Background: an optimization exercise with open tools, aiming at small area. Do not read the settings as production practice. At most, simulation tests tie the RTL to the original design; equivalence was not proved. Power and IR drop assume default switching activity.

Setup of oak:
Design arp_udp_frame_generator, start of the top module:
module arp_udp_frame_generator (
   input  logic        clock,
   input  logic        reset,
   input  logic        start,
   output logic        busy,
   input  logic [32:0] req_data,    
   output logic        rsp_strobe,
   output logic [8:0]  rsp_data,    
   input  logic        csr_we,
   input  logic [2:0]  csr_index,
   input  logic [47:0] csr_wdata
);
For scale: about 910 cells after synthesis, roughly 99 I/O pins.
==> flow/config.mk <==
export PLATFORM = sky130hd
export DESIGN_NAME = arp_udp_frame_generator
export DESIGN_NICKNAME = arp_udp_frame_generator
export VERILOG_FILES = /design/flow/design.v
export SDC_FILE = /design/flow/constraint.sdc
export NUM_CORES = 4
export LEC_CHECK = 0
export CAP_MARGIN = 5
export CORE_MARGIN = 2
export CORE_UTILIZATION = 40
export CTS_BUF_LIST = sky130_fd_sc_hd__clkbuf_8
export CTS_CLUSTER_DIAMETER = 80
export CTS_CLUSTER_SIZE = 16
export SLEW_MARGIN = 5
export SYNTH_HIERARCHICAL = 1
export SYNTH_MINIMUM_KEEP_SIZE = 0
==> flow/constraint.sdc <==
create_clock -name core_clock -period 5.0 [get_ports {clock}]
set_input_delay 1.0000 -clock core_clock [delete_from_list [all_inputs] [get_ports {clock}]]
set_output_delay 1.0000 -clock core_clock [all_outputs]
set_load 0.01 [all_outputs]
standard.sh (not shown) runs the stock make flow with config.mk's settings and CLKGATE_MAP_FILE= SYNTH_SCRIPT=/design/flow/synth_recipe.tcl, a recipe that flattens the netlist after the stock synthesis.
==> flow/flow/run.sh <==
#!/bin/bash
# the standard layout, with plain buf_1 cells as the port buffers, synthesis
# buffers removed at floorplan, and abc mapping for light loads (the layout's
# repair steps size the drivers that need it)
set -euo pipefail
export BUFFER_PORTS_ARGS="-buffer_cell sky130_fd_sc_hd__buf_1"
export REMOVE_ABC_BUFFERS=1
bash standard.sh ABC_LOAD_IN_FF=1 ABC_DRIVER_CELL=sky130_fd_sc_hd__buf_8 finish > standard_flow.log 2>&1
In summary, oak completed successfully, with a layout that passed the timing, DRC and antenna checks.
For pine, these inputs were changed with respect to oak:
Settings: SLEW_MARGIN now 20, was 5; CTS_BUF_LIST now sky130_fd_sc_hd__clkbuf_4 sky130_fd_sc_hd__clkbuf_8, was sky130_fd_sc_hd__clkbuf_8; CTS_CLUSTER_SIZE now 12, was 16; CTS_CLUSTER_DIAMETER now 60, was 80; CAP_MARGIN now 20, was 5.
Results
Number of buffer and inverter stages on the critical path (higher): pine. Overall power after layout went up by a few percent going from oak to pine. Compared with oak, pine shows number of vias after detailed routing higher by 147. pine: routed metal-1 wire length is about 2.2% higher than what oak reported.

* * *

Another version of the RTL of arp_udp_frame_generator (not shown whole).
For scale: about 99 I/O pins, ~16000 µm² of cells after synthesis.
export LEC_CHECK = 0
export CAP_MARGIN = 20
export CORE_MARGIN = 2
export CORE_UTILIZATION = 45
export CTS_BUF_LIST = sky130_fd_sc_hd__clkbuf_8
export CTS_CLUSTER_DIAMETER = 80
export CTS_CLUSTER_SIZE = 16
export SLEW_MARGIN = 20
export SYNTH_HIERARCHICAL = 1
export SYNTH_MINIMUM_KEEP_SIZE = 0
create_clock -name core_clock -period 5.0 [get_ports {clock}]
Scripts as last shown in full above: flow/flow/run.sh
Then changed:
--- a/flow/config.mk
+++ b/flow/config.mk
@@ -10 +10 @@
-export CORE_UTILIZATION = 45
+export CORE_UTILIZATION = 40
@@ -12,2 +12,2 @@
-export CTS_CLUSTER_DIAMETER = 80
-export CTS_CLUSTER_SIZE = 16
+export CTS_CLUSTER_DIAMETER = 60
+export CTS_CLUSTER_SIZE = 18
Clock skew grows by 19 ps.
Via count shrinks by 1.4%.
Worst hold slack loses 12 ps.
Die area grows by 12%.
Design area grows by 0.85%.
Global-route usage shrinks by 2.0 points.
Final cell count grows by 3.9%.
No functional check of the RTL was part of any run of this note.

* * *

arp_udp_frame_generator with an RTL version that a note above also has.
Size: roughly 910 cells after synthesis.
Design arp_udp_frame_generator, start of the top module:
module arp_udp_frame_generator (
   input  logic        clock,
   input  logic        reset,
   input  logic        start,
   output logic        busy,
   input  logic [32:0] req_data,    
   output logic        rsp_strobe,
   output logic [8:0]  rsp_data,    
   input  logic        csr_we,
   input  logic [2:0]  csr_index,
   input  logic [47:0] csr_wdata
);
clock: 5.0 ns
lec_check: 0
cap_margin: 20
core_margin: 2
core_utilization: 50
cts_buf_list: sky130_fd_sc_hd__clkbuf_8
cts_cluster_diameter: 80
cts_cluster_size: 16
gpl_timing_driven: 0
slew_margin: 20
synth_hierarchical: 1
synth_minimum_keep_size: 0
Scripts as last shown in full above: flow/flow/run.sh
Rerun with:
- CORE_UTILIZATION: 50 -> 40
- GPL_TIMING_DRIVEN: 0 -> not set
Register-to-register slack improves by 0.33 ns.
Wire length rises by about 8%.
Via count came out higher by 1.1%.
Global-route usage came out lower by 2.7 points.

afterwards: timing with drivers on the ports:
How much do the figures lean on ideal ports? The routed layouts below were timed once more, with nothing changed but the port constraints. Step 1 (the two cells are an assumption about what drives the block):
set clk [get_ports {clock}]
set_driving_cell -lib_cell sky130_fd_sc_hd__clkbuf_16 $clk
set_driving_cell -lib_cell sky130_fd_sc_hd__buf_2 [delete_from_list [all_inputs] $clk]
Step 2 also shifts input and output timing later by t, the mid clock arrival at the registers, as if the neighbouring blocks saw the same clock. Three values: no drivers, after step 1, after step 2; two values: the first two.
run | shift t [ns] | setup WS [ns] | slew at the worst register clock pin (ns) | pins driven straight from the clock port
oak | 0.663 | 0.337 / 0.337 / 0.337 | 0.11 / 0.11 | 1
pine | 0.619 | 0.498 / 0.498 / 0.498 | 0.08 / 0.08 | 1
the first run of note 2 | 0.629 | 0.665 / 0.665 / 0.665 | 0.11 / 0.11 | 1
the second run of note 2 | 0.667 | 0.646 / 0.646 / 0.646 | 0.11 / 0.11 | 1
the first run of note 3 | 0.649 | 0.187 / 0.187 / 0.187 | 0.10 / 0.10 | 1
the second run of note 3 | 0.665 | 0.516 / 0.516 / 0.516 | 0.11 / 0.11 | 1
After both steps setup and hold are still met in every run listed.
